What follows belongs to an exercise in optimizing a design on an open flow for small area, a short achievable clock period and few clock cycles per item; a production flow would make more cautious choices.
The RTL was checked by simulation tests, not by an equivalence proof against the original design.
No activity file was given, so power comes from the tool's default toggle rates.

== north ==
==> flow/design.v (excerpt) <==
module sorted_priority_queue #(
  parameter int DEPTH = 16
) (
  input  logic               clk,
  input  logic               rst_n,
  input  logic               in_valid,
  output logic               in_ready,
  input  logic [24:0]        in_data,
  output logic               out_valid,
  input  logic               out_ready,
  output logic [17:0]        out_data
);
  spq_pkg::in_word_t  in_word;
  spq_pkg::out_word_t out_word;
  logic               accept;
  assign in_word  = in_data;
  assign out_data = out_word;
  spq_ctrl u_ctrl (
    .clk       (clk),
    .rst_n     (rst_n),
    .in_valid  (in_valid),
    .in_ready  (in_ready),
    .out_valid (out_valid),
    .out_ready (out_ready),
    .accept    (accept)
  );
  spq_dp #(
    .DEPTH (DEPTH)
  ) u_dp (
    .clk      (clk),
    .rst_n    (rst_n),
    .accept   (accept),
    .in_data  (in_word),
    .out_data (out_word)
  );
endmodule
==> module spq_dp, before the edit <==
module spq_dp #(
  parameter int DEPTH = 16
) (
  input  logic               clk,
  input  logic               rst_n,
  input  logic               accept,
  input  spq_pkg::in_word_t  in_data,
  output spq_pkg::out_word_t out_data
);
  logic [spq_pkg::TAG_W-1:0]  tags_r  [DEPTH];
  logic [spq_pkg::PRIO_W-1:0] prios_r [DEPTH];
  logic [DEPTH-1:0]           valid_r;
  logic                       ovf_r;
  logic [DEPTH-1:0]           above;      
  logic [DEPTH-1:0]           sel_new, sel_up, is_front;
  logic                       is_enq, do_enq, do_deq;
  logic [spq_pkg::TAG_W-1:0]  front_tag;
  assign is_enq = (in_data.cmd == spq_pkg::CMD_ENQ);
  assign do_enq = accept && is_enq && !valid_r[DEPTH-1];
  assign do_deq = accept && !is_enq;
  function automatic logic prio_gt(input logic [spq_pkg::PRIO_W-1:0] a,
                                   input logic [spq_pkg::PRIO_W-1:0] b);
    logic gt;
    gt = 1'b0;
    for (int k = 0; k < spq_pkg::PRIO_W; k++) begin
      gt = (a[k] & ~b[k]) | (~(a[k] ^ b[k]) & gt);
    end
    prio_gt = gt;
  endfunction
  always_comb begin
    for (int i = 0; i < DEPTH; i++) begin
      above[i] = !valid_r[i] || prio_gt(prios_r[i], in_data.prio);
    end
    for (int i = 0; i < DEPTH; i++) begin
      sel_up[i]  = do_enq && (i > 0) && above[(i > 0) ? i - 1 : 0];
      sel_new[i] = do_enq && above[i] && ((i == 0) || !above[(i > 0) ? i - 1 : 0]);
    end
  end
  for (genvar g = 0; g < DEPTH; g++) begin : g_cell
    localparam int GP = (g > 0) ? g - 1 : 0;
    logic keep;
    assign keep = !(sel_up[g] || sel_new[g]);
    always_ff @(posedge clk) begin
      tags_r[g]  <= ({spq_pkg::TAG_W{keep}}        & tags_r[g])
                  | ({spq_pkg::TAG_W{sel_up[g]}}   & tags_r[GP])
                  | ({spq_pkg::TAG_W{sel_new[g]}}  & in_data.task_tag);
      prios_r[g] <= ({spq_pkg::PRIO_W{keep}}       & prios_r[g])
                  | ({spq_pkg::PRIO_W{sel_up[g]}}  & prios_r[GP])
                  | ({spq_pkg::PRIO_W{sel_new[g]}} & in_data.prio);
    end
  end
  always_ff @(posedge clk) begin
    if (!rst_n) begin
      valid_r <= '0;
    end else if (do_enq) begin
      valid_r <= {valid_r[DEPTH-2:0], 1'b1};
    end else if (do_deq) begin
      valid_r <= {1'b0, valid_r[DEPTH-1:1]};
    end
  end
  always_ff @(posedge clk) begin
    if (accept) begin
      ovf_r <= is_enq && valid_r[DEPTH-1];
    end
  end
  always_comb begin
    front_tag = '0;
    for (int i = 0; i < DEPTH; i++) begin
      is_front[i] = valid_r[i] && ((i == DEPTH - 1) || !valid_r[(i < DEPTH - 1) ? i + 1 : i]);
      front_tag   = front_tag | ({spq_pkg::TAG_W{is_front[i]}} & tags_r[i]);
    end
  end
  assign out_data.front_tag   = front_tag;
  assign out_data.queue_empty = !valid_r[0];
  assign out_data.overflow    = ovf_r;
endmodule
make LEC_CHECK=0 CAP_MARGIN=20 CORE_MARGIN=2 CORE_UTILIZATION=40 SETUP_SLACK_MARGIN=3.0 SLEW_MARGIN=20 finish   # period 6.0 ns
run.sh (not shown) runs the stock make flow with config.mk's settings and CLKGATE_MAP_FILE= SYNTH_SCRIPT=/design/flow/synth_recipe.tcl, a recipe that flattens the netlist after the stock synthesis.
Testbench counts of north, summed over its fixed seeds: cycles 16,008, items 16,000.
Inputs modified between north and south:
--- a/flow/design.v
+++ b/flow/design.v
@@ -60,7 +60,9 @@
   logic                       ovf_r;
   logic [DEPTH-1:0]           above;      
-  logic [DEPTH-1:0]           sel_new, sel_up, is_front;
+  logic [DEPTH-1:0]           sel_new, sel_up;
   logic                       is_enq, do_enq, do_deq;
-  logic [spq_pkg::TAG_W-1:0]  front_tag;
+  logic [spq_pkg::TAG_W-1:0]  front_r, second_tag;
+  logic [DEPTH-2:0]           is_second;
+  logic                       any_ahead;
   assign is_enq = (in_data.cmd == spq_pkg::CMD_ENQ);
   assign do_enq = accept && is_enq && !valid_r[DEPTH-1];
@@ -112,11 +114,22 @@
   end
   always_comb begin
-    front_tag = '0;
+    any_ahead  = 1'b0;
+    second_tag = '0;
     for (int i = 0; i < DEPTH; i++) begin
-      is_front[i] = valid_r[i] && ((i == DEPTH - 1) || !valid_r[(i < DEPTH - 1) ? i + 1 : i]);
-      front_tag   = front_tag | ({spq_pkg::TAG_W{is_front[i]}} & tags_r[i]);
+      any_ahead = any_ahead || (valid_r[i] && above[i]);
+    end
+    for (int i = 0; i < DEPTH - 1; i++) begin
+      is_second[i] = valid_r[i + 1] && ((i + 2 >= DEPTH) || !valid_r[(i + 2 < DEPTH) ? i + 2 : i]);
+      second_tag   = second_tag | ({spq_pkg::TAG_W{is_second[i]}} & tags_r[i]);
     end
   end
-  assign out_data.front_tag   = front_tag;
+  always_ff @(posedge clk) begin
+    if (do_enq && !any_ahead) begin
+      front_r <= in_data.task_tag;
+    end else if (do_deq) begin
+      front_r <= second_tag;
+    end
+  end
+  assign out_data.front_tag   = front_r;
   assign out_data.queue_empty = !valid_r[0];
   assign out_data.overflow    = ovf_r;
==> run notes <==
Compared with north, in south final layout net count fell 4.1%; wire length of the first global-routing pass flat; width of the die fell by 0.85 um; clock group share of total power went down.
Sort south and north by share of synthesized area occupied by flip-flops and latches, ascending, and north comes first.
Compared with north, in south setup slack up 0.055 ns, final area increased by 4.5% relative to the old numbers, synthesized instance count fell by 2.8%.
Going from north to south, number of stages on the worst hold path lost 1, distinct cell type count after synthesis grew by 4, insertion delay to the later sink of the worst-skew pair saw little to no change.
Diff north -> south: upper clock frequency limit grew by about 1.6%; number of detailed-routing iterations run before antenna repair grew by 2.
Testbench counts of south, summed over its fixed seeds: cycles 16,008, items 16,000.

Setup of alpha:
sorted_priority_queue again, from the RTL that the note above started with.
export LEC_CHECK = 0
export CAP_MARGIN = 20
export CORE_MARGIN = 2
export CORE_UTILIZATION = 40
export SLEW_MARGIN = 20
create_clock -name core_clock -period 6.0 [get_ports {clk}]
Testbench counts of alpha, summed over its fixed seeds: cycles 16,008, items 16,000.
Here is what was changed in the inputs of beta compared with alpha.
-- flow/design.v --
<<< alpha, line 57
  logic [spq_pkg::TAG_W-1:0]  tags_r  [DEPTH];
  logic [spq_pkg::PRIO_W-1:0] prios_r [DEPTH];
  logic [DEPTH-1:0]           valid_r;
  logic                       ovf_r;
  logic [DEPTH-1:0]           above;      
  logic [DEPTH-1:0]           sel_new, sel_up, is_front;
  logic                       is_enq, do_enq, do_deq;
  logic [spq_pkg::TAG_W-1:0]  front_tag;
  assign is_enq = (in_data.cmd == spq_pkg::CMD_ENQ);
  assign do_enq = accept && is_enq && !valid_r[DEPTH-1];
  assign do_deq = accept && !is_enq;
  function automatic logic prio_gt(input logic [spq_pkg::PRIO_W-1:0] a,
                                   input logic [spq_pkg::PRIO_W-1:0] b);
    logic gt;
    gt = 1'b0;
    for (int k = 0; k < spq_pkg::PRIO_W; k++) begin
      gt = (a[k] & ~b[k]) | (~(a[k] ^ b[k]) & gt);
    end
    prio_gt = gt;
  endfunction
  always_comb begin
    for (int i = 0; i < DEPTH; i++) begin
      above[i] = !valid_r[i] || prio_gt(prios_r[i], in_data.prio);
    end
    for (int i = 0; i < DEPTH; i++) begin
      sel_up[i]  = do_enq && (i > 0) && above[(i > 0) ? i - 1 : 0];
      sel_new[i] = do_enq && above[i] && ((i == 0) || !above[(i > 0) ? i - 1 : 0]);
    end
  end
  for (genvar g = 0; g < DEPTH; g++) begin : g_cell
    localparam int GP = (g > 0) ? g - 1 : 0;
    logic keep;
    assign keep = !(sel_up[g] || sel_new[g]);
    always_ff @(posedge clk) begin
      tags_r[g]  <= ({spq_pkg::TAG_W{keep}}        & tags_r[g])
                  | ({spq_pkg::TAG_W{sel_up[g]}}   & tags_r[GP])
                  | ({spq_pkg::TAG_W{sel_new[g]}}  & in_data.task_tag);
      prios_r[g] <= ({spq_pkg::PRIO_W{keep}}       & prios_r[g])
                  | ({spq_pkg::PRIO_W{sel_up[g]}}  & prios_r[GP])
                  | ({spq_pkg::PRIO_W{sel_new[g]}} & in_data.prio);
    end
  end
>>> beta, line 57
  logic [spq_pkg::TAG_W-1:0]  tags_r  [DEPTH];
  logic [spq_pkg::PRIO_W-1:0] prios_r [DEPTH];
  logic [DEPTH-1:0]           valid_r;    
  logic                       ovf_r;
  logic [DEPTH-1:0]           ahead;
  logic                       is_enq, do_enq, do_deq;
  assign is_enq = (in_data.cmd == spq_pkg::CMD_ENQ);
  assign do_enq = accept && is_enq && !valid_r[DEPTH-1];
  assign do_deq = accept && !is_enq;
  always_comb begin
    for (int i = 0; i < DEPTH; i++) begin
      ahead[i] = valid_r[i] && (prios_r[i] > in_data.prio);
    end
  end
  for (genvar g = 0; g < DEPTH; g++) begin : g_cell
    always_ff @(posedge clk) begin
      if (do_enq && !ahead[g]) begin
        if (g == 0 || ahead[(g > 0) ? g - 1 : 0]) begin
          tags_r[g]  <= in_data.task_tag;
          prios_r[g] <= in_data.prio;
        end else begin
          tags_r[g]  <= tags_r[(g > 0) ? g - 1 : 0];
          prios_r[g] <= prios_r[(g > 0) ? g - 1 : 0];
        end
      end else if (do_deq && (g < DEPTH - 1)) begin
        tags_r[g]  <= tags_r[(g < DEPTH - 1) ? g + 1 : g];
        prios_r[g] <= prios_r[(g < DEPTH - 1) ? g + 1 : g];
      end
    end
  end
<<< alpha, line 111
    end
  end
  always_comb begin
    front_tag = '0;
    for (int i = 0; i < DEPTH; i++) begin
      is_front[i] = valid_r[i] && ((i == DEPTH - 1) || !valid_r[(i < DEPTH - 1) ? i + 1 : i]);
      front_tag   = front_tag | ({spq_pkg::TAG_W{is_front[i]}} & tags_r[i]);
    end
  end
  assign out_data.front_tag   = front_tag;
  assign out_data.queue_empty = !valid_r[0];
  assign out_data.overflow    = ovf_r;
>>> beta, line 99
    end
  end
  assign out_data.front_tag   = valid_r[0] ? tags_r[0] : '0;
  assign out_data.queue_empty = !valid_r[0];
  assign out_data.overflow    = ovf_r;
Results
beta: all stages complete, timing, DRC and antenna checks passed. alpha reports its largest family of logic cells by synthesized area as compound AO/OA/AOI/OAI gates while beta reports multiplexers. Internal power of the cells, alpha and beta: higher on alpha. Startpoint-to-endpoint class of the critical path = reg2out: alpha; startpoint-to-endpoint class of the critical path = in2reg: beta. Of the two candidates, alpha has the worse DRC marker count from the first detailed-route iteration and beta the better one. alpha → beta: layout overhead on the synthesized area down 2.5 points, multi-input combinational gate total picked up an extra 204, die area went up by about 20%, total power draw -2600 uW, fraction of layout instances using a drive strength above 1 shrank by 1.8 points. Against alpha as the reference, beta delivers a lower total wire length after detailed routing. beta gives more portion of the post-synthesis area used by sequential elements than alpha did. Delta (beta minus alpha): number of non-filler instances in the completed layout has increased, global-route usage dropped 9.9 points.
Testbench counts of beta, summed over its fixed seeds: cycles 16,008, items 16,000.

## re-timing with driven ports
How much do the figures lean on ideal ports? The routed layouts below were timed once more, with nothing changed but the port constraints.
Step 1 assumes that a clkbuf_16 drives the clock port and a buf_2 every other input.
Step 2 times the ports against the registers' clock, not the clock port: input delays grow and output delays shrink by t, the midpoint of the rising clock arrivals with the driver on.
Three values: ideal ports, drivers, drivers and shift; two values: the first two.
run | shift t [ns] | setup WS [ns] | clock arrival spread, ns
north | 0.635 | 2.470 / 2.411 / 2.356 | 0.015 / 0.015
south | 0.642 | 2.525 / 2.527 / 1.885 | 0.022 / 0.022
alpha | 0.621 | 1.382 / 1.322 / 0.912 | 0.034 / 0.035
beta | 0.649 | 1.867 / 1.899 / 1.250 | 0.021 / 0.021
After both steps setup and hold are still met in every run listed. The setup slack of south, which loses most, moves by +0.002 ns with the drivers and by -0.640 ns with both steps.
